Background: an optimization exercise with open tools, aiming at small area, a short achievable clock period and few clock cycles. Do not read the settings as production practice. The RTL was checked by simulation tests, not by an equivalence proof against the original design. Power and IR drop assume default switching activity.

**design/flow/config.mk**
```make
export PLATFORM = sky130hd
export DESIGN_NAME = uart_decode_from_pulse_widths
export DESIGN_NICKNAME = uart_decode_from_pulse_widths
export VERILOG_FILES = /design/flow/design.v
export SDC_FILE = /design/flow/constraint.sdc
export NUM_CORES = 4
export LEC_CHECK = 0
export CAP_MARGIN = 20
export CORE_MARGIN = 2
export CORE_UTILIZATION = 40
export SETUP_SLACK_MARGIN = 2.5
export SLEW_MARGIN = 20
```
**design/flow/constraint.sdc**
```tcl
create_clock -name core_clock -period 8.0 [get_ports {clk}]
set_input_delay 1.6000 -clock core_clock [delete_from_list [all_inputs] [get_ports {clk}]]
set_output_delay 1.6000 -clock core_clock [all_outputs]
set_load 0.01 [all_outputs]
```
**design/flow/design.v**
```verilog
package udpw_pkg;
  localparam int unsigned IDLE_US   = 3000;
  localparam int unsigned OUT_LIMIT = 64;
endpackage
module uart_decode_from_pulse_widths (
  input  logic                clk,
  input  logic                rst_n,
  input  logic                in_valid,
  output logic                in_stall,
  input  logic [32:0]         in_data,
  output logic                out_valid,
  input  logic                out_stall,
  output logic [9:0]          out_data,
  input  logic                cfg_we,
  input  logic                cfg_addr,
  input  logic [15:0]         cfg_wdata
);
  localparam int RW = 21;           
  localparam int QD = 8;            
  logic [15:0] bit_r;
  logic [6:0]  max_bytes_r;
  always_ff @(posedge clk) begin
    if (!rst_n) begin
      bit_r       <= 16'd104;
      max_bytes_r <= 7'd64;
    end else if (cfg_we) begin
      if (cfg_addr) max_bytes_r <= cfg_wdata[6:0];
      else          bit_r       <= cfg_wdata;
    end
  end
  logic [19:0] off [9];
  logic [19:0] off10;
  always_ff @(posedge clk) begin
    for (int k = 0; k < 9; k++) begin
      off[k] <= 20'((18'(bit_r) * 18'd3) >> 1) + 20'(20'(bit_r) * 20'(k));
    end
    off10 <= 20'(bit_r) * 20'd10;
  end
  function automatic logic ltu(input logic [20:0] a, input logic [20:0] b);
    logic r;
    r = 1'b0;
    for (int i = 0; i < 21; i++) r = (~a[i] & b[i]) | (~(a[i] & ~b[i]) & r);
    ltu = r;
  endfunction
  function automatic logic [20:0] ks_add(input logic [20:0] a, input logic [20:0] b);
    logic [20:0] g, p, gn, pn;
    g = a & b;
    p = a ^ b;
    for (int t = 0; t < 5; t++) begin
      gn = g;
      pn = p;
      for (int i = 0; i < 21; i++) begin
        if (i >= (1 << t)) begin
          gn[i] = g[i] | (p[i] & g[i - (1 << t)]);
          pn[i] = p[i] & p[i - (1 << t)];
        end
      end
      g = gn;
      p = pn;
    end
    ks_add = (a ^ b) ^ {g[19:0], 1'b0};
  endfunction
  function automatic logic [20:0] add3(input logic [20:0] a, input logic [20:0] b,
                                      input logic [20:0] c);
    logic [20:0] x, y;
    x = a ^ b ^ c;
    y = {((a[19:0] & b[19:0]) | (a[19:0] & c[19:0]) | (b[19:0] & c[19:0])), 1'b0};
    add3 = ks_add(x, y);
  endfunction
  logic [6:0] limit;
  assign limit = (max_bytes_r > 7'd64) ? 7'd64 : max_bytes_r;
  logic [31:0] mem [64];
  logic [6:0]  wr_cnt;
  logic        zero_seen;
  logic        last_taken;
  logic        take, store, take_last;
  logic        ovl, new_in, new_pre, to_pre, mem_we;
  logic [32:0] pre;
  logic        pre_v;
  logic [32:0] nb_sym;
  assign in_stall  = last_taken && pre_v;
  assign take      = in_valid && !in_stall;
  assign ovl       = last_taken;
  assign store     = take && !ovl && !wr_cnt[6];
  assign take_last = take && !ovl && in_data[0];
  assign new_in    = take && ovl && finish;
  assign new_pre   = finish && pre_v;
  assign to_pre    = take && ovl;
  assign nb_sym    = pre_v ? pre : in_data;
  logic pre_wb;
  always_ff @(posedge clk) begin
    for (int r = 0; r < 64; r++) begin
      if (store && wr_cnt[5:0] == 6'(r)) mem[r] <= in_data[32:1];
      else if (r == 0 && pre_wb) mem[r] <= pre[32:1];
    end
  end
  always_ff @(posedge clk) begin
    if (to_pre) pre <= in_data;
    pre_wb <= rst_n && (new_in || new_pre);
  end
  logic [6:0]  f_row;
  logic        f_half;
  logic        dr_v, dr_end, dr_last, dr_h;
  logic [5:0]  dr_row;
  logic        dr_l0, dr_l1, dr_z0, dr_z1;
  logic [14:0] dr_d0, dr_d1;
  logic [15:0] dr_s01;
  logic [8:0]  dr_ca0, dr_ca1, dr_cb;
  always_comb begin
    for (int k = 0; k < 9; k++) begin
      dr_ca0[k] = ltu(21'(off[k]), 21'(dr_d0));
      dr_ca1[k] = ltu(21'(off[k]), 21'(dr_s01));
      dr_cb[k]  = ltu(21'(off[k]), 21'(dr_d1));
    end
  end
  logic        consume, jump, finish, stall_d;
  logic        dr_free, avail, take_next;
  logic [31:0] src, dsrc;
  logic        src_end, src_last;
  logic [15:0] d_s01, nb_s01;
  logic [5:0]  nx_row_j;
  logic        nx_half_j;
  logic        raw_v, raw_end, raw_last, raw_h;
  logic [5:0]  raw_row;
  logic [31:0] raw;
  assign dr_free   = !dr_v || consume;
  assign avail     = (f_row < wr_cnt) || store || last_taken;
  assign take_next = avail && (!raw_v || dr_free);
  always_comb begin
    if (f_row < wr_cnt) begin
      src      = mem[f_row[5:0]];
      src_end  = 1'b0;
      src_last = last_taken && (f_row == wr_cnt - 7'd1);
    end else if (store) begin
      src      = in_data[32:1];
      src_end  = 1'b0;
      src_last = in_data[0];
    end else begin
      src      = {1'b1, (wr_cnt[6] && !zero_seen) ? 15'd0 : 15'd3000, 1'b0, 15'd0};
      src_end  = 1'b1;
      src_last = 1'b0;
    end
    if (raw_v)            dsrc = raw;
    else if (!last_taken) dsrc = in_data[32:1];
    else                  dsrc = {1'b1, (wr_cnt[6] && !zero_seen) ? 15'd0 : 15'd3000, 1'b0, 15'd0};
    d_s01  = 16'(ks_add(21'(dsrc[30:16]), 21'(dsrc[14:0])));
    nb_s01 = 16'(ks_add(21'(nb_sym[31:17]), 21'(nb_sym[15:1])));
  end
  always_ff @(posedge clk) begin
    if (!rst_n) begin
      f_row  <= '0;
      f_half <= 1'b0;
      raw_v  <= 1'b0;
      dr_v   <= 1'b0;
    end else if (finish) begin
      f_row  <= 7'(new_in || new_pre);
      f_half <= 1'b0;
      raw_v  <= 1'b0;
      dr_v   <= new_in || new_pre;
    end else if (jump && consume) begin
      f_row  <= 7'(nx_row_j);
      f_half <= nx_half_j;
      raw_v  <= 1'b0;
      dr_v   <= 1'b0;
    end else begin
      if (take_next) begin
        f_row  <= f_row + 7'd1;
        f_half <= 1'b0;
      end
      if (raw_v) begin
        if (dr_free) begin
          dr_v  <= 1'b1;
          raw_v <= avail;
        end
      end else if (f_row < wr_cnt) begin
        raw_v <= 1'b1;
        if (dr_free) dr_v <= 1'b0;
      end else if (avail) begin
        if (dr_free) dr_v  <= 1'b1;
        else         raw_v <= 1'b1;
      end else if (dr_free) begin
        dr_v <= 1'b0;
      end
    end
  end
  always_ff @(posedge clk) begin
    if (!raw_v || dr_free) begin
      raw      <= src;
      raw_end  <= src_end;
      raw_last <= src_last;
      raw_h    <= f_half;
      raw_row  <= f_row[5:0];
    end
  end
  always_ff @(posedge clk) begin
    if (dr_free || finish) begin
      if (finish) begin
        dr_h    <= 1'b0;
        dr_row  <= 6'd0;
        dr_end  <= 1'b0;
        dr_last <= nb_sym[0];
        dr_l0   <= nb_sym[32];
        dr_d0   <= nb_sym[31:17];
        dr_l1   <= nb_sym[16];
        dr_d1   <= nb_sym[15:1];
        dr_s01  <= nb_s01;
      end else begin
        dr_h    <= raw_v ? raw_h : f_half;
        dr_row  <= raw_v ? raw_row : f_row[5:0];
        dr_end  <= raw_v ? raw_end : last_taken;
        dr_last <= raw_v ? raw_last : (!last_taken && in_data[0]);
        dr_l0   <= dsrc[31];
        dr_d0   <= dsrc[30:16];
        dr_l1   <= dsrc[15];
        dr_d1   <= dsrc[14:0];
        dr_s01  <= d_s01;
      end
    end
  end
  always_ff @(posedge clk) begin
    if (dr_free) begin
      pe_c0 <= ks_add(bc, RW'(dsrc[30:16]));
      pe_c1 <= add3(bc, RW'(dsrc[30:16]), RW'(dsrc[14:0]));
      pe_a0 <= ks_add(RW'(dr_s01), RW'(dsrc[30:16]));
      pe_a1 <= add3(RW'(dr_s01), RW'(dsrc[30:16]), RW'(dsrc[14:0]));
      pe_b0 <= ks_add(RW'(dr_d1), RW'(dsrc[30:16]));
      pe_b1 <= add3(RW'(dr_d1), RW'(dsrc[30:16]), RW'(dsrc[14:0]));
    end
  end
  logic          trk, prev, nbok;
  logic [8:0]    asg, val;
  logic          nx_v, nx_half;
  logic [5:0]    nx_row;
  logic [6:0]    count;
  logic [7:0]    pend;
  logic          pend_v;
  logic          n_trk, n_prev, n_nbok;
  logic [8:0]    n_asg, n_val;
  logic          n_nx_v, n_nx_half;
  logic [5:0]    n_nx_row;
  logic          acc;
  logic [7:0]    acc_b;
  logic          end_done;
  logic          lim_now, lim_next;
  logic [RW-1:0] e0c, e1c;
  logic [1:0]    rsrc, n_rsrc;
  logic [RW-1:0] prc;
  logic [15:0]   pra;
  logic [14:0]   prb;
  logic [RW-1:0] pe_c0, pe_c1, pe_a0, pe_a1, pe_b0, pe_b1;
  logic [RW-1:0] relv, e1sat, bc;
  logic [8:0]    c0c, c1c;
  logic          nb_r, nb_e0;
  assign dr_z0 = (dr_d0 == '0);
  assign dr_z1 = (dr_d1 == '0);
  assign relv  = (rsrc == 2'd1) ? RW'(pra) : (rsrc == 2'd2) ? RW'(prb) : prc;
  assign e0c   = (rsrc == 2'd1) ? pe_a0 : (rsrc == 2'd2) ? pe_b0 : pe_c0;
  assign e1c   = (rsrc == 2'd1) ? pe_a1 : (rsrc == 2'd2) ? pe_b1 : pe_c1;
  assign e1sat = e1c[RW-1] ? RW'(1 << (RW - 1)) : e1c;
  assign bc    = dr_v ? e1sat : relv;
  assign nb_r  = nbok || !ltu(relv, 21'(off10));
  assign nb_e0 = !ltu(e0c, 21'(off10));
  assign lim_now  = (count >= limit);
  assign lim_next = (count + 7'd1 >= limit);
  always_comb begin
    for (int k = 0; k < 9; k++) begin
      c0c[k] = ltu(21'(off[k]), e0c);
      c1c[k] = ltu(21'(off[k]), e1c);
    end
  end
  always_comb begin
    logic       a0, a1;
    logic       trk0, nbok0, prev0, acc0, jump0, ma0;
    logic [8:0] asg0, val0, new0, new1, c1;
    logic       nxv0, nxh0;
    logic [5:0] nxr0;
    logic       nb1, cand0, cand1;
    logic       tb;
    new0  = '0;
    new1  = '0;
    a0    = dr_v && !dr_z0 && !dr_h && !lim_now;
    trk0  = trk;
    ma0   = 1'b0;
    nbok0 = nbok;
    prev0 = prev;
    asg0  = asg;
    val0  = val;
    nxv0  = nx_v;
    nxr0  = nx_row;
    nxh0  = nx_half;
    acc0  = 1'b0;
    jump0 = 1'b0;
    cand0 = 1'b0;
    if (a0) begin
      if (trk) begin
        new0 = ~asg & c0c;
        asg0 = asg | new0;
        val0 = (val & ~new0) | (new0 & {9{dr_l0}});
        if (!dr_l0 && prev && !nx_v) begin
          nxv0 = 1'b1;
          nxr0 = dr_row;
          nxh0 = 1'b0;
        end
        if (c0c[8]) begin
          trk0 = 1'b0;
          if (dr_l0) begin
            acc0  = 1'b1;
            nbok0 = 1'b0;
          end else if (nxv0) begin
            jump0 = 1'b1;
          end else begin
            nbok0 = 1'b1;
          end
        end
      end else begin
        cand0 = !dr_l0 && prev && nb_r;
        nbok0 = nb_r;
        if (cand0) begin
          asg0 = dr_ca0;
          val0 = '0;
          nxv0 = 1'b0;
          trk0 = !dr_ca0[8];
          ma0  = 1'b1;
        end
      end
      prev0 = dr_l0;
    end
    a1       = dr_v && !dr_z1 && !jump0 && !lim_now && !(acc0 && lim_next);
    c1       = ma0 ? dr_ca1 : c1c;
    n_trk    = trk0;
    n_nbok   = nbok0;
    n_prev   = prev0;
    n_asg    = asg0;
    n_val    = val0;
    n_nx_v   = nxv0;
    n_nx_row = nxr0;
    n_nx_half = nxh0;
    acc      = acc0;
    acc_b    = val0[7:0];
    jump     = jump0;
    n_rsrc   = ma0 ? 2'd1 : 2'd0;
    tb       = 1'b0;
    nb1      = nbok0 || nb_e0;
    cand1    = 1'b0;
    if (a1) begin
      if (trk0) begin
        new1  = ~asg0 & c1;
        n_asg = asg0 | new1;
        n_val = (val0 & ~new1) | (new1 & {9{dr_l1}});
        if (!dr_l1 && prev0 && !nxv0) begin
          n_nx_v    = 1'b1;
          n_nx_row  = dr_row;
          n_nx_half = 1'b1;
        end
        if (c1[8]) begin
          n_trk = 1'b0;
          if (dr_l1) begin
            acc    = 1'b1;
            acc_b  = n_val[7:0];
            n_nbok = 1'b0;
          end else if (n_nx_v) begin
            jump = 1'b1;
          end else begin
            n_nbok = 1'b1;
          end
        end
      end else begin
        cand1  = !dr_l1 && prev0 && nb1;
        n_nbok = nb1;
        if (cand1) begin
          n_asg  = dr_cb;
          n_val  = '0;
          n_nx_v = 1'b0;
          n_trk  = !dr_cb[8];
          tb     = 1'b1;
          n_rsrc = 2'd2;
        end
      end
      n_prev = dr_l1;
    end
    end_done = 1'b0;
    if (dr_v && !jump) begin
      if (dr_end) begin
        if (n_trk && n_nx_v) jump = 1'b1;
        else end_done = 1'b1;
      end else if (dr_last && !n_trk) begin
        end_done = 1'b1;
      end
    end
    nx_row_j  = n_nx_row;
    nx_half_j = n_nx_half;
  end
  logic [9:0]  q_mem [QD];
  logic [2:0]  q_head, q_tail;
  logic [3:0]  q_cnt, q_hold;
  logic        pop;
  logic [1:0]  npush;
  logic [9:0]  w0, w1;
  logic        r_acc, r_fin, r_rel;
  logic [7:0]  r_accb;
  assign stall_d = (q_cnt + 4'(r_acc) + 4'(r_fin) > 4'(QD - 2));
  assign consume = dr_v && !stall_d;
  assign finish  = last_taken && !stall_d &&
                   (lim_now || (consume && ((acc && lim_next) || end_done)));
  always_ff @(posedge clk) begin
    if (!rst_n) begin
      r_acc <= 1'b0;
      r_fin <= 1'b0;
    end else begin
      r_acc <= acc && consume;
      r_fin <= finish;
    end
    r_accb <= acc_b;
    r_rel  <= last_taken || take_last;
  end
  always_comb begin
    npush = 2'd0;
    w0    = '0;
    w1    = '0;
    if (r_acc) begin
      if (pend_v) begin
        w0    = {pend, 2'b10};
        w1    = {r_accb, 2'b11};
        npush = r_fin ? 2'd2 : 2'd1;
      end else begin
        w0    = {r_accb, 2'b11};
        npush = r_fin ? 2'd1 : 2'd0;
      end
    end else if (r_fin) begin
      w0    = pend_v ? {pend, 2'b11} : 10'b00000000_0_1;
      npush = 2'd1;
    end
  end
  always_ff @(posedge clk) begin
    if (!rst_n) begin
      pend_v <= 1'b0;
    end else if (r_fin) begin
      pend_v <= 1'b0;
    end else if (r_acc) begin
      pend_v <= 1'b1;
    end
    if (r_acc) pend <= r_accb;
  end
  always_ff @(posedge clk) begin
    if (!rst_n || finish) begin
      trk    <= 1'b0;
      prev   <= 1'b1;
      nbok   <= 1'b1;
      count  <= '0;
      nx_v   <= 1'b0;
    end else if (consume) begin
      if (jump) begin
        trk  <= 1'b0;
        prev <= 1'b1;
        nbok <= 1'b1;
      end else begin
        trk  <= n_trk;
        prev <= n_prev;
        nbok <= n_nbok;
      end
      nx_v  <= n_nx_v;
      count <= count + 7'(acc);
    end
  end
  always_ff @(posedge clk) begin
    if (consume) begin
      prc     <= e1sat;
      pra     <= dr_s01;
      prb     <= dr_d1;
      rsrc    <= n_rsrc;
      asg     <= n_asg;
      val     <= n_val;
      nx_half <= n_nx_half;
      nx_row  <= n_nx_row;
    end else if (!dr_v) begin
      prc     <= relv;
      rsrc    <= 2'd0;
    end
  end
  always_ff @(posedge clk) begin
    if (!rst_n) begin
      wr_cnt     <= '0;
      zero_seen  <= 1'b0;
      last_taken <= 1'b0;
      pre_v      <= 1'b0;
    end else if (finish) begin
      wr_cnt     <= 7'(new_in || new_pre);
      zero_seen  <= (new_in || new_pre) && (nb_sym[31:17] == '0 || nb_sym[15:1] == '0);
      last_taken <= (new_in || new_pre) && nb_sym[0];
      pre_v      <= 1'b0;
    end else begin
      if (to_pre) pre_v <= 1'b1;
      if (store) begin
        wr_cnt <= wr_cnt + 7'd1;
        if (in_data[31:17] == '0 || in_data[15:1] == '0) zero_seen <= 1'b1;
      end
      if (take_last) last_taken <= 1'b1;
    end
  end
  assign out_valid = (q_cnt > q_hold);
  assign out_data  = q_mem[q_head];
  assign pop       = out_valid && !out_stall;
  always_ff @(posedge clk) begin
    if (!rst_n) begin
      q_head <= '0;
      q_tail <= '0;
      q_cnt  <= '0;
      q_hold <= '0;
    end else begin
      q_head <= q_head + 3'(pop);
      q_tail <= q_tail + 3'(npush);
      q_cnt  <= q_cnt + 4'(npush) - 4'(pop);
      q_hold <= (last_taken || take_last) ? 4'd0 : q_hold + (r_rel ? 4'd0 : 4'(npush));
    end
  end
  always_ff @(posedge clk) begin
    if (npush != 2'd0) q_mem[q_tail] <= w0;
    if (npush == 2'd2) q_mem[q_tail + 3'd1] <= w1;
  end
endmodule
```
**design/flow/run.sh**
```bash
#!/bin/bash
# synth_recipe.tcl (not shown) runs the flow's synth.tcl, then flattens the netlist and writes it again
# the make line also repeats each setting of config.mk as NAME=value (left out here)
make -C /OpenROAD-flow-scripts/flow DESIGN_CONFIG=/design/flow/config.mk WORK_HOME=/design/flow/orfs CLKGATE_MAP_FILE= SYNTH_SCRIPT=/design/flow/synth_recipe.tcl finish
```
==> results of run 1 <==
[cell type report]
type | instances | area share
multi-input cells | 5759 | 0.306
repair buffers | 534 | 0.0323
diodes | 30 | 0.000518
flip-flops and latches | 2710 | 0.544
clock inverters | 168 | 0.0130
well taps | 4140 | 0.0357
inverters | 608 | 0.0159
clock buffers | 354 | 0.0533
[per-stage QoR]
step / hold slack, ps / instance area, um2 / std cells
after CTS: 468 / 144000 / 14200
after global placement: 456 / 133000 / 13700
after global routing: 483 / 145000 / 14300
after detailed placement: 452 / 133000 / 13700
final: 467 / 145000 / 14300
after floorplan: 430 / 125000 / 9587
[cell usage after synthesis, types with 82 or more instances]
cell type	instances	area, um2
clkbuf_1	414	1550
nor2_1	557	2090
nand2_1	410	1540
a21oi_1	565	2830
nand2b_1	87	544
dfxtp_1	257	5140
fa_1	123	2460
mux2_2	133	1500
a221oi_1	263	2300
maj3_1	226	2260
mux2i_1	131	1310
nand3_1	198	991
inv_1	585	2200
edfxtp_1	2453	73700
a22o_1	240	2100
o21ai_0	341	1710
o22ai_1	82	513
a22oi_1	544	4080
xnor2_1	223	1950
nand4_1	169	1060
ha_1	341	4270
o21bai_1	108	811
[cells by family (layout without fill, tap and decap cells)]
family | after synthesis | in the layout | synth area share
and+or+nand+nor | 1771 | 1771 | 0.0670
DFF | 2710 | 2710 | 0.628
muxes | 286 | 287 | 0.0262
adders and majority gates | 716 | 716 | 0.0740
buffers and inverters | 1122 | 1664 | 0.0340
xor gates and xnor gates | 271 | 271 | 0.0189
other | 0 | 30 | 0
AOI/OAI and AO/OA | 2711 | 2714 | 0.152
[placed cells by master, fill, tap and decap left out, drive strengths merged, types with 131 or more instances in the layout]
master / n
xnor2: 223
inv: 588
nor2: 557
a21oi: 565
o21ai: 353
nand4: 169
mux2i: 131
a22o: 240
nand2: 410
dfxtp: 257
ha: 341
a22oi: 544
maj3: 252
edfxtp: 2453
nand3: 198
a221oi: 263
buf: 494
clkinv: 148
mux2: 136
clkbuf: 357
[flip-flops by register name (all words and copies together) (netlist names), 15 cells and up]
name / cells
pra: 16
pe_c0: 21
dr_s01: 16
off: 157
pre: 33
off10: 19
prc: 21
prb: 15
mem: 2048
pe_b1: 17
q_mem: 80
pe_c1: 21
dr_d0: 15
pe_b0: 16
pe_a0: 17
raw: 32
pe_a1: 17
dr_d1: 15
bit_r: 16
[power by group through the flow]
stage | registers (W) | logic (W) | clock network (W)
2_1_floorplan | 0.0179 | 0.0117 | 0
3_3_place_gp | 0.0191 | 0.0168 | 0
3_5_place_dp | 0.0191 | 0.0170 | 0
4_1_cts | 0.0188 | 0.0176 | 0.0138
5_1_grt | 0.0189 | 0.0200 | 0.0143
6_report | 0.0189 | 0.0186 | 0.0138
[per-layer routing]
metal | wire (um) | vias up
met5 | 266 | -
met4 | 44400 | 24
met3 | 69800 | 1953
met2 | 236000 | 7711
met1 | 190000 | 47700
li1 | - | 37900
[worst reg2reg max path: stages, from the launching register on]
cell and delay, ps:
edfxtp_1 460, clkinvlp_4 220, maj3_2 390, maj3_2 320, maj3_2 310, maj3_2 330
maj3_2 310, maj3_2 330, maj3_2 330, maj3_2 320, maj3_2 310, maj3_2 330
maj3_2 330, maj3_2 330, maj3_2 350, maj3_2 330, o41ai_2 210
[final timing paths]
check / from / to / slack, ps
worst max-delay path: dr_d1[1] / asg[7] / 2210
worst min-delay path: f_half / raw_h / 470
worst max register to register: dr_d1[1] / asg[7] / 2210
worst min register to register: f_half / raw_h / 470
[what timing repair did]
item                                    4_1_cts  5_1_grt
gates resized for setup                     131      162
pin swaps                                    43       56
setup buffers                                40       39
gates cloned                                  5        4
endpoints found under the setup margin      170      142
==> flow_metrics.tcl, run 1 <==
set metrics [dict create \
    hp-class "reg2reg" \
    dieWidth_um 564 \
    grt_pass1_wl_mm 729 \
    routed_wirelength_mm 540 \
    critPathSlowestCell "edfxtp_1" \
    irDropWorstVdd_mv 0.201 \
    p_seq_frac 0.368 \
    multi_input_area_um2 44300 \
    initial_core_util 0.402 \
    grt_max_degree 77 \
    final_antenna_net_count 0 \
    vias 95300 \
    drc_errors 0 \
    crit_cells 16 \
    wl_per_cell_um 37.8 \
    n_fill_cell 27500 \
    final_nets 10400 \
    coreArea_um2 312000 \
    tightest_slew_ps 1320 \
    p_leak_nw 49.9 \
    io_pins 67 \
    numPortBuffers 66 \
    cp_max_fo 4 \
    holdPathStages 0 \
    ys_ff_latch 2710 \
    grt_setup_unrepaired "true" \
    required_ps 8680 \
    dieArea_um2 318000 \
    synth_flop_cell "edfxtp_1" \
    synth-seq-area-share 0.628 \
    post-place-ws_ps 915 \
    power.density_nw_per_um2 353 \
    use_met2 0.503 \
    synth.avg_cell_area_um2 13.1 \
    period_needed_ps 5790 \
    area_growth_pct 15.6 \
    cts_buffer_depth 4 \
    synthCells 9587 \
    antenna_found_initial 47 \
    grt_overflow 0 \
    r2r_cells 16 \
    final_util 0.465 \
    status "finished clean" \
    grtUsageMet3 0.0920 \
    final_layout_size_suffix_gt1_frac 0.146 \
    combPwrFrac 0.363 \
    drtIter0Drc 16800 \
    clk_latency_ps 960 \
    hpwl_mm 340 \
    setup_slack_ps 2210 \
    finClkSkew_ps 142 \
    synth_nets 10100 \
    startpoint_type "register" \
    crit_type "reg2reg" \
    ys_async_sr_fraction 0 \
    p_sw_w 0.0193 \
    cts_tree "yes" \
    grt_pass1_vias 90000 \
    root_buffer "clkbuf_16" \
    arrival_ps 6480 \
    power.internal_w 0.0319 \
    syn-cell-area_um2 125000 \
    fin_setup_tns_ps 0 \
    clkPwrFrac 0.269 \
    cts-hold-fix-buffers 0 \
    rows 205 \
    final-max-slew-violation-count 0 \
    avgViaCountPerCell 6.66 \
    crit_top_cell "maj3_2" \
    max_slew_margin 0.121 \
    synth_warnings 3 \
    grt.met1_usage 0.410 \
    synth_edf_count 2453 \
    h-tree-depth 5 \
    cpLargestDelayFamily "adder cells" \
    dieHeight_um 564 \
    crit_buf_inv 1 \
    gr-max-usage-layer "met2" \
    seq_area_um2 78800 \
    tritoncts.num_buffers 293 \
    crit_chain "clkinvlp_4, maj3_2, maj3_2, maj3_2, maj3_2, maj3_2, maj3_2, maj3_2, maj3_2, maj3_2, maj3_2, maj3_2, maj3_2, maj3_2, maj3_2, o41ai_2" \
    grt_usage 0.330 \
    clock_sinks 2710 \
    finalHoldViolCount 0 \
    cpPeakStageDelay_ps 460 \
    place_congestion 0.940 \
    dr.pass1.iters 9 \
    post-route-period-util 0.724 \
    clkTransAtPathRegs_ps 70 \
    endpoint_kind "register" \
    setup_violations 0 \
    maxCapViolCount 0 \
    swShare 0.377 \
    p_total_w 0.0512 \
    yosys.cell_types.count 82 \
    fmax_ghz 0.173 \
]
Testbench counts, summed over its fixed seeds: cycles 3,991.
==> run 2, diff against run 1 <==
--- a/design/flow/design.v
+++ b/design/flow/design.v
@@ -39,6 +39,16 @@
   function automatic logic ltu(input logic [20:0] a, input logic [20:0] b);
-    logic r;
-    r = 1'b0;
-    for (int i = 0; i < 21; i++) r = (~a[i] & b[i]) | (~(a[i] & ~b[i]) & r);
-    ltu = r;
+    logic [31:0] lt, eq;
+    lt = '0;
+    eq = '1;
+    for (int i = 0; i < 21; i++) begin
+      lt[i] = ~a[i] & b[i];
+      eq[i] = ~(lt[i] | (a[i] & ~b[i]));
+    end
+    for (int t = 0; t < 5; t++) begin
+      for (int i = 0; i < (16 >> t); i++) begin
+        lt[i] = lt[2 * i + 1] | (eq[2 * i + 1] & lt[2 * i]);
+        eq[i] = eq[2 * i + 1] & eq[2 * i];
+      end
+    end
+    ltu = lt[0];
   endfunction
==> run 2 against run 1 <==
Effect of this change: global-route usage up 0.37 points; worst setup slack better by 330 ps; register-to-register slack better by 370 ps; non-clock buffer count down 35; clock-buffer cell count up 19; die area up 4.7%; maximum frequency up 6.0%; critical path depth up 1; sequential cell count unchanged; combinational power up 19%; via count up 2.8%; routed wire length up 5.3%.
==> flow_metrics.tcl, run 2 <==
set metrics [dict create \
    layout_common_cells "2,453 x edfxtp_1, 1,051 x ha_1, 597 x inv_1" \
    power.density_nw_per_um2 355 \
    crit_top_cell "o21ai_0" \
    r2r_cells 18 \
    max_slew_margin 0.0768 \
    endpoint_kind "register" \
    final-max-slew-violation-count 0 \
    vias 97900 \
    tightest_slew_ps 1350 \
    root_buffer "clkbuf_16" \
    status "finished clean" \
    numPortBuffers 66 \
    area_growth_pct 14.9 \
    p_sw_w 0.0207 \
    grt_usage 0.334 \
    synth_edf_count 2453 \
    coreArea_um2 327000 \
    irDropWorstVdd_mv 0.222 \
    final_nets 11600 \
    final_antenna_net_count 0 \
    dp.cells 14300 \
    wl_per_cell_um 38.1 \
    seq_area_um2 78800 \
    antenna_found_initial 36 \
    synth_nets 11100 \
    avgViaCountPerCell 6.56 \
    yosys-top-cells-area "edfxtp_1 56%, ha_1 10%, dfxtp_1 3.9%, a22oi_1 2.7%, a21oi_1 2.1%" \
    combPwrFrac 0.413 \
    finClkSkew_ps 126 \
    layout_commonest_cell "edfxtp_1" \
    cp_max_fo 3 \
    dpl_cell_area_um2 140000 \
    critPathSlowestCell "a21oi_1" \
    place_congestion 0.950 \
    grt_pass1_vias 94300 \
    ys_async_sr_fraction 0 \
    period_needed_ps 5460 \
    required_ps 8710 \
    h-tree-depth 5 \
    crit_cells 17 \
    cpPeakStageDelay_ps 670 \
    cpLargestDelayFamily "compound AO/OA/AOI/OAI gates" \
    cts_buffer_depth 4 \
    grt_setup_unrepaired "true" \
    io_pins 67 \
    grt_overflow 0 \
    rows 210 \
    final_util 0.462 \
    fmax_ghz 0.183 \
    top_register "mem" \
    drc_errors 0 \
    fin_setup_tns_ps 0 \
    hp-class "reg2reg" \
    post-route-period-util 0.683 \
    clkTransAtPathRegs_ps 60 \
    yosysMostFrequentCell "edfxtp_1" \
    hpwl_mm 359 \
    fin_cells 14900 \
    power.internal_w 0.0329 \
    cts-hold-fix-buffers 0 \
    worstReg2RegEnd "dr_last" \
    synth_top_area_share 0.561 \
    syn-cell-area_um2 131000 \
    tritoncts.num_buffers 293 \
    dieArea_um2 333000 \
    p_leak_nw 55.4 \
    grt_max_degree 77 \
    cp-startpoint "in_data[5]" \
    top_regs "mem x2048, off x157, q_mem x80" \
    synth_warnings 3 \
    yosys.cell_types.count 95 \
    cts_tree "yes" \
    ys_ff_latch 2710 \
    dieHeight_um 577 \
    n_fill_cell 28900 \
    synth_flop_cell "edfxtp_1" \
    synth-seq-area-share 0.600 \
    initial_core_util 0.402 \
    crit_path_end "pe_b1[15]" \
    startpoint_type "primary input" \
    setup_violations 0 \
    dr.pass1.iters 7 \
    crit_buf_inv 3 \
    multi_input_area_um2 50600 \
    clk_latency_ps 980 \
    grt_pass1_wl_mm 767 \
    swShare 0.386 \
    synth_largest_area_cell "edfxtp_1" \
    largest_reg_flops 2048 \
    r2r-start "rsrc[0]" \
    p_seq_frac 0.336 \
    synth.avg_cell_area_um2 13.3 \
    drtIter0Drc 15600 \
    dieWidth_um 577 \
    clkPwrFrac 0.251 \
    crit_chain "buf_2, nor3b_1, a21oi_1, buf_4, inv_1, fa_1, ha_1, o21ai_0, a21boi_0, o21ai_0, a21boi_0, o21ai_0, a21boi_0, o21ai_0, a21oi_1, or4_1, o211ai_1" \
    p_total_w 0.0536 \
    finalHoldViolCount 0 \
    crit_type "in2reg" \
    routed_wirelength_mm 569 \
    finalInstanceArea_um2 151000 \
    maxCapViolCount 0 \
    arrival_ps 6170 \
    synthCells 9876 \
    synthTopCellsByCount "2,453 x edfxtp_1, 1,054 x ha_1, 604 x inv_1" \
    reg2reg_slack_ps 2580 \
    clock_sinks 2710 \
    final_layout_size_suffix_gt1_frac 0.123 \
]
-- run 2: cell count changes after synthesis, moves of 41 or more --
cell / previous run / this run
ha_1: 341 / 1054
maj3_1: 226 / 0
a21o_1: 42 / 232
clkbuf_1: 414 / 269
o21ai_0: 341 / 261
o21a_1: 27 / 105
nor3_1: 81 / 154
nand4_1: 169 / 238
a22oi_1: 544 / 476
o22ai_1: 82 / 15
nor2_1: 557 / 509
o21bai_1: 108 / 67
-- run 2: through the flow --
stage / hold WS, ps / setup slack [ps]
final: 457 / 2540
after global routing: 471 / 2450
after CTS: 468 / 2450
after detailed placement: 452 / 1210
after global placement: 449 / 1270
after floorplan: 422 / 2500
-- run 2: worst register-to-register path: cells and delay by family, from the launching register on --
family	cells	cell delay, ps
adders and majority gates	1	320
and+or+nand+nor	6	1650
buffers and inverters	4	820
muxes	2	620
DFF	1	370
AOI/OAI and AO/OA	5	1480
-- run 2: cell type report --
class | count | area share
Antenna cell | 19 | 0.000315
Clock buffer | 373 | 0.0519
Clock inverter | 150 | 0.00953
Inverter | 605 | 0.0152
Multi-Input combinational cell | 6217 | 0.335
Sequential cell | 2710 | 0.522
Tap cell | 4346 | 0.0360
Timing Repair Buffer | 499 | 0.0294
-- run 2: power groups by stage --
stage	logic [W]	registers [W]	clock network (W)
global placement	0.0208	0.0183	0
CTS	0.0215	0.0180	0.0134
detailed placement	0.0212	0.0183	0
floorplan	0.0133	0.0180	0
global route	0.0241	0.0181	0.0140
finish	0.0221	0.0180	0.0135
-- run 2: cell families (layout without fill, tap and decap cells) --
family                     count (synthesis)  after routing  synth area share
other                                      0             19                 0
and+or+nand+nor                         1856           1858            0.0691
AOI/OAI and AO/OA                       2663           2663             0.144
adders and majority gates               1177           1177             0.119
buffers and inverters                    952           1627            0.0275
DFF                                     2710           2710             0.600
xor gates and xnor gates                 267            268            0.0178
muxes                                    251            251            0.0220
-- run 2: how the worst min path moves through the flow --
stage	endpoint	slack [ps]	startpoint	cells after the start
6_report	off10[1]	460	bit_r[0]	0
5_1_grt	off10[1]	470	bit_r[0]	0
4_1_cts	pend[4]	470	r_accb[4]	0
3_5_place_dp	pend[7]	450	r_accb[7]	0
3_3_place_gp	raw_h	450	f_half	0
2_1_floorplan	raw_h	420	f_half	0
-- run 2: metal layers --
| layer | vias up | global-route usage | part of all wire |
|---|---|---|---|
| met1 | 48500 | 0.404 | 0.35 |
| met3 | 2193 | 0.0921 | 0.12 |
| met4 | 18 | 0.248 | 0.092 |
| met2 | 7617 | 0.510 | 0.44 |
| li1 | 39600 | - | - |
| met5 | - | 0 | 0.00025 |
-- run 2: what timing repair did --
action                                  in CTS  in global routing
setup buffers                               14                 18
resized for setup                           63                 63
endpoints found under the setup margin     172                126
cloned                                       4                  1
pin swaps                                    7                 12
Testbench counts of run 2, summed over its fixed seeds: cycles 3,991.
==> run 3, diff against run 2 <==
--- a/design/flow/config.mk
+++ b/design/flow/config.mk
@@ -9,3 +9,3 @@
 export CORE_MARGIN = 2
-export CORE_UTILIZATION = 40
+export CORE_UTILIZATION = 55
 export SETUP_SLACK_MARGIN = 2.5
==> run 3 against run 2 <==
Effect of this change: sequential cell count stayed put; synthesized cell count is the same; combinational power up 2%; maximum frequency decreased by 2.0%; largest power group unchanged; critical path type is now reg2reg; still clean on timing, DRC and antenna; register-to-register slack lost 150 ps; highest routed layer unchanged; clock power about the same; clock-buffer cell count up 14.
==> flow_metrics.tcl, run 3 <==
set metrics [dict create \
    cpLargestDelayFamily "simple AND/OR/NAND/NOR gates" \
    root_buffer "clkbuf_16" \
    antenna_found_initial 44 \
    vias 99300 \
    fmax_ghz 0.179 \
    setup_slack_ps 2430 \
    final_util 0.629 \
    hpwl_mm 374 \
    synth_top_area_share 0.561 \
    grt_pass1_vias 93600 \
    crit_cells 12 \
    layout_common_cells "2,453 x edfxtp_1, 1,052 x ha_1, 597 x inv_1" \
    coreArea_um2 238000 \
    cts_tree "yes" \
    irDropWorstVdd_mv 0.293 \
    post-place-ws_ps 1300 \
    yosys-top-cells-area "edfxtp_1 56%, ha_1 10%, dfxtp_1 3.9%, a22oi_1 2.7%, a21oi_1 2.1%" \
    clk_latency_ps 970 \
    critPathSlowestCell "nand2_1" \
    arrival_ps 6320 \
    tightest_slew_ps 1390 \
    hp-class "reg2reg" \
    syn-cell-area_um2 131000 \
    synthCells 9876 \
    finalHoldViolCount 0 \
    dieWidth_um 493 \
    avgViaCountPerCell 7.20 \
    area_growth_pct 13.9 \
    initial_core_util 0.553 \
    crit_top_cell "or4_1" \
    synth-seq-area-share 0.600 \
    cts_buffer_depth 4 \
    max_slew_margin 0.0661 \
    finClkSkew_ps 94.6 \
    rows 179 \
    top_register "mem" \
    h-tree-depth 5 \
    wl_per_cell_um 41.8 \
    drc_errors 0 \
    synthTopCellsByCount "2,453 x edfxtp_1, 1,054 x ha_1, 604 x inv_1" \
    clkTransAtPathRegs_ps 60 \
    post-route-period-util 0.697 \
    fin_setup_tns_ps 0 \
    grt_usage 0.468 \
    final_layout_size_suffix_gt1_frac 0.125 \
    yosysMostFrequentCell "edfxtp_1" \
    routed_wirelength_mm 576 \
    grt_setup_unrepaired "true" \
    numPortBuffers 66 \
    synth.avg_cell_area_um2 13.3 \
    grt_max_degree 86 \
    io_pins 67 \
    synth_edf_count 2453 \
    cp_max_fo 39 \
    clock_sinks 2710 \
    final_antenna_net_count 0 \
    crit_type "reg2reg" \
    tritoncts.num_buffers 301 \
    required_ps 8750 \
    crit_buf_inv 4 \
    dieArea_um2 243000 \
    maxCapViolCount 0 \
    power.density_nw_per_um2 361 \
    p_leak_nw 55.5 \
    dr.pass1.iters 9 \
    final_nets 11600 \
    cpPeakStageDelay_ps 730 \
    largest_reg_flops 2048 \
    setup_violations 0 \
    layout_commonest_cell "edfxtp_1" \
    grt_pass1_wl_mm 774 \
    grt_overflow 0 \
    synth_warnings 3 \
    yosys.cell_types.count 95 \
    period_needed_ps 5570 \
    crit_chain "buf_4, inv_1, nand2_1, nor2_4, buf_4, or4_1, or4_1, nor3_2, buf_12, or4_1, a21oi_1, a21oi_1" \
    place_congestion 1.02 \
    synth_nets 11100 \
    r2r_cells 12 \
    ys_ff_latch 2710 \
    top_regs "mem x2048, off x157, q_mem x80" \
    endpoint_kind "register" \
    startpoint_type "register" \
    holdPathStages 2 \
    status "finished clean" \
    dieHeight_um 493 \
    ys_async_sr_fraction 0 \
    final-max-slew-violation-count 0 \
    synth_largest_area_cell "edfxtp_1" \
    drtIter0Drc 16200 \
    synth_flop_cell "edfxtp_1" \
]
==> run 3: logic make-up after synthesis <==
| family | after synthesis | share of synthesized area |
|---|---|---|
| muxes | 251 | 0.0220 |
| buffers and inverters | 952 | 0.0275 |
| AOI/OAI and AO/OA | 2663 | 0.144 |
| xor gates and xnor gates | 267 | 0.0178 |
| DFF | 2710 | 0.600 |
| adders and majority gates | 1177 | 0.119 |
| and+or+nand+nor | 1856 | 0.0691 |
==> run 3: layer usage <==
layer | GRT usage | part of all wire
met5 | 0.00215 | 0.00023
met4 | 0.375 | 0.10
met3 | 0.157 | 0.14
met2 | 0.704 | 0.44
met1 | 0.548 | 0.33
==> run 3: layout make-up <==
| class | count | area [um2] |
|---|---|---|
| flip-flops and latches | 2710 | 78800 |
| multi-input cells | 6216 | 50600 |
| fillers | 17900 | 88100 |
| clock buffers | 387 | 7990 |
| well taps | 3167 | 3960 |
| diodes | 49 | 123 |
| inverters | 605 | 2290 |
| repair buffers | 531 | 4490 |
| clock inverters | 125 | 1290 |
==> run 3: repair_timing <==
action,in CTS,in global routing
pin swaps,7,16
gates cloned,2,1
hold buffers,0,0
setup endpoints to repair,162,126
buffers inserted,13,11
resized for setup,59,78
==> run 3: path summary, 6_finish.rpt <==
path	from	slack [ps]	to
worst max-delay path	f_row[4]	2430	raw[31]
worst min-delay path	max_bytes_r[4]	460	max_bytes_r[4]
worst max register to register	f_row[4]	2430	raw[31]
worst min register to register	max_bytes_r[4]	460	max_bytes_r[4]
==> run 3: tightest hold or removal path, stage by stage (launching register included) <==
cell and delay (ps):
dfxtp_1 310, nand2_1 50, a21oi_1 50
==> run 3: report_power, final <==
part | switching, W | internal (W) | total [W] | leakage [nW]
registers | 0.000776 | 0.0171 | 0.0179 | 24.7
clock network | 0.00577 | 0.00778 | 0.0136 | 4.53
logic | 0.0143 | 0.00821 | 0.0225 | 26.3
==> run 3: through the flow <==
| step | power (W) | area (um2) | instances | hold slack (ps) |
|---|---|---|---|---|
| after global placement | 0.0392 | 139000 | 13200 | 439 |
| after CTS | 0.0532 | 149000 | 13700 | 461 |
| after global routing | 0.0563 | 149000 | 13800 | 475 |
| after detailed placement | 0.0396 | 139000 | 13200 | 451 |
| after floorplan | 0.0313 | 131000 | 9876 | 422 |
| final | 0.0540 | 150000 | 13800 | 459 |
==> run 4, diff against run 3 <==
--- a/design/flow/config.mk
+++ b/design/flow/config.mk
@@ -10,3 +10,3 @@
 export CORE_UTILIZATION = 55
-export SETUP_SLACK_MARGIN = 2.5
+export SETUP_SLACK_MARGIN = 4
 export SLEW_MARGIN = 20
==> run 4 against run 3 <==
Effect of this change: sequential cell count did not move; critical path depth rose by 1; clock power barely moved; cell area rose by 7.3%; critical path type unchanged; first-iteration DRC count rose by 2.8%; clock skew rose by 42 ps; via count rose by 4.8%; maximum frequency rose by 10%; combinational power rose by 25%; total power rose by 11%; still clean; non-clock buffer count rose by 513; synthesized cell count did not move.
==> flow_metrics.tcl, run 4 <==
set metrics [dict create \
    status "finished clean" \
    drtIter0Drc 16700 \
    cts-hold-fix-buffers 0 \
    grt_max_degree 133 \
    fmax_ghz 0.198 \
    synth_nets 11100 \
    h-tree-depth 5 \
    synth_largest_area_cell "edfxtp_1" \
    swShare 0.396 \
    critPathSlowestCell "dfxtp_1" \
    coreArea_um2 238000 \
    power.internal_w 0.0363 \
    routed_wirelength_mm 616 \
    endpoint_kind "register" \
    numPortBuffers 66 \
    final_layout_size_suffix_gt1_frac 0.234 \
    yosys.cell_types.count 95 \
    vias 104000 \
    hpwl_mm 384 \
    grt_pass1_vias 96700 \
    dieArea_um2 243000 \
    arrival_ps 5680 \
    area_growth_pct 22.2 \
    maxCapViolCount 0 \
    ys_async_sr_fraction 0 \
    final_util 0.675 \
    wl_per_cell_um 43.1 \
    layout_commonest_cell "edfxtp_1" \
    finalHoldViolCount 0 \
    met1Wirelength_mm 192 \
    clkPwrFrac 0.228 \
    grt_pass1_wl_mm 816 \
    dr_wl_met3_mm 86.6 \
    top_register "mem" \
    dp.cells 13200 \
    clkTransAtPathRegs_ps 60 \
    ys_ff_latch 2710 \
    final-max-slew-violation-count 0 \
    top_layer "met5" \
    final_antenna_net_count 0 \
    crit_buf_inv 3 \
    synth_top_area_share 0.561 \
    period_needed_ps 5050 \
    place_congestion 1.01 \
    syn-cell-area_um2 131000 \
    hp-class "reg2reg" \
    dieWidth_um 493 \
    synth_warnings 3 \
    clock_sinks 2710 \
    drc_errors 0 \
    antenna_found_initial 50 \
    post-place-ws_ps 1790 \
    setup_slack_ps 2950 \
    synth_flop_cell "edfxtp_1" \
    layout_common_cells "2,453 x edfxtp_1, 975 x ha_1, 697 x buf_4" \
    synth.avg_cell_area_um2 13.3 \
    avgViaCountPerCell 7.27 \
    irDropWorstVdd_mv 0.283 \
    largest_reg_flops 2048 \
    io_pins 67 \
    top_regs "mem x2048, off x157, q_mem x80" \
    cpLargestDelayFamily "compound AO/OA/AOI/OAI gates" \
    tightest_slew_ps 1380 \
    root_buffer "clkbuf_16" \
    wl_met2_mm 263 \
    crit_type "reg2reg" \
    crit_chain "inv_1, ha_1, nand4_1, a211oi_4, o21ai_1, nand3b_1, buf_4, nand3_2, o311a_4, o31a_1, nor2_4, buf_12, mux2_4" \
    p_seq_frac 0.304 \
    setup_violations 0 \
    rows 179 \
    max_slew_margin 0.0722 \
    combPwrFrac 0.468 \
    post-route-period-util 0.631 \
    startpoint_type "register" \
    seq_area_um2 78900 \
    cts_buffer_depth 4 \
    clk_latency_ps 1020 \
    initial_core_util 0.553 \
    holdWs_ps 455 \
    synthTopCellsByCount "2,453 x edfxtp_1, 1,054 x ha_1, 604 x inv_1" \
    n_fill_cell 16600 \
    synthCells 9876 \
    finClkSkew_ps 136 \
    required_ps 8630 \
    fin_setup_tns_ps 0 \
    fin_cells 14300 \
    cp_max_fo 6 \
    yosysMostFrequentCell "edfxtp_1" \
    dieHeight_um 493 \
    grt_setup_unrepaired "true" \
    power.density_nw_per_um2 375 \
    multi_input_area_um2 55400 \
    grt_overflow 0 \
    yosys-top-cells-area "edfxtp_1 56%, ha_1 10%, dfxtp_1 3.9%, a22oi_1 2.7%, a21oi_1 2.1%" \
    synth-seq-area-share 0.600 \
    final_nets 12100 \
    cts_tree "yes" \
    grt_usage 0.497 \
    p_leak_nw 59.7 \
    tritoncts.num_buffers 301 \
    synth_edf_count 2453 \
    dr.pass1.iters 7 \
    cpPeakStageDelay_ps 720 \
    p_sw_w 0.0238 \
]
-- run 4: power by group through the flow --
stage / clock network (W) / registers [W] / logic (W)
after global routing: 0.0141 / 0.0183 / 0.0298
after CTS: 0.0136 / 0.0182 / 0.0257
after detailed placement: 0 / 0.0185 / 0.0223
final: 0.0137 / 0.0183 / 0.0282
after floorplan: 0 / 0.0180 / 0.0139
after global placement: 0 / 0.0184 / 0.0220
-- run 4: timing repair --
item                                    CTS  global route
setup buffers                           387           161
gates resized for setup                 881           417
gates cloned                             27             4
endpoints found under the setup margin  494           336
endpoints found under the hold margin     0             0
pin swaps                               327           267
-- run 4: worst reg2reg max path: stages (launching register included) --
cell and delay (ps):
dfxtp_1 720, inv_1 440, ha_1 410, nand4_1 380
a211oi_4 590, o21ai_1 350, nand3b_1 280, buf_4 180
nand3_2 130, o311a_4 370, o31a_1 220, nor2_4 230
buf_12 160, mux2_4 290
-- run 4: worst paths after layout --
path	start	end	slack (ps)	cells past startpoint
setup reg to reg	off[8][8]	dr_s01[0]	2950	13
hold reg to reg	max_bytes_r[3]	max_bytes_r[3]	460	2
setup / recovery	off[8][8]	dr_s01[0]	2950	13
hold / removal	max_bytes_r[3]	max_bytes_r[3]	460	2
-- run 4: cell type report --
class	count	area share
clock buffers	371	0.0499
inverters	605	0.0145
diodes	38	0.000593
repair buffers	1044	0.0640
clock inverters	150	0.00935
multi-input cells	6218	0.345
well taps	3167	0.0247
flip-flops and latches	2710	0.492
-- run 4: cell families after synthesis --
kind of cell / after synthesis / synth area share
DFF: 2710 / 0.600
AOI/OAI and AO/OA: 2663 / 0.144
muxes: 251 / 0.0220
adders and majority gates: 1177 / 0.119
xor gates and xnor gates: 267 / 0.0178
buffers and inverters: 952 / 0.0275
and+or+nand+nor: 1856 / 0.0691
-- run 4: metal layers --
metal | up-vias | GRT usage
li1 | 40700 | -
met3 | 3134 | 0.183
met5 | - | 0.00215
met4 | 50 | 0.470
met2 | 9303 | 0.731
met1 | 50800 | 0.557
-- run 4: through the flow --
step                      cell area [um2]  power [W]
after floorplan                    133000     0.0320
after detailed placement           140000     0.0408
final                              160000     0.0602
after global placement             140000     0.0404
after global routing               160000     0.0622
after CTS                          157000     0.0575

[what the ideal ports hide]
The results above use ideal ports. As a check the final layouts listed here were re-extracted and re-timed, cells and wires unchanged. Step 1: set_driving_cell puts a clkbuf_16 on clk and a buf_2 on each other input, an assumption about the parent block. Step 2 times the ports against the registers' clock, not the clock port: input delays grow and output delays shrink by t, the midpoint of the rising clock arrivals with the driver on. Three values: no drivers, after step 1, after step 2; two values: the first two.
| run | t, ns | setup WS [ns] | hold slack, ns | clock arrival spread, ns |
|---|---|---|---|---|
| run 1 | 0.998 | 2.207 / 2.207 / 1.728 | 0.467 / 0.467 / 0.467 | 0.148 / 0.149 |
| run 2 | 1.047 | 2.536 / 2.584 / 1.595 | 0.457 / 0.457 / 0.457 | 0.134 / 0.134 |
| run 3 | 1.040 | 2.426 / 2.426 / 1.684 | 0.459 / 0.459 / 0.459 | 0.116 / 0.116 |
| run 4 | 1.051 | 2.949 / 2.949 / 2.174 | 0.455 / 0.455 / 0.455 | 0.151 / 0.151 |
After both steps setup and hold are still met in every run listed. For run 2, which loses most, drivers alone change the setup slack by +0.048 ns; drivers and shift together by -0.941 ns.
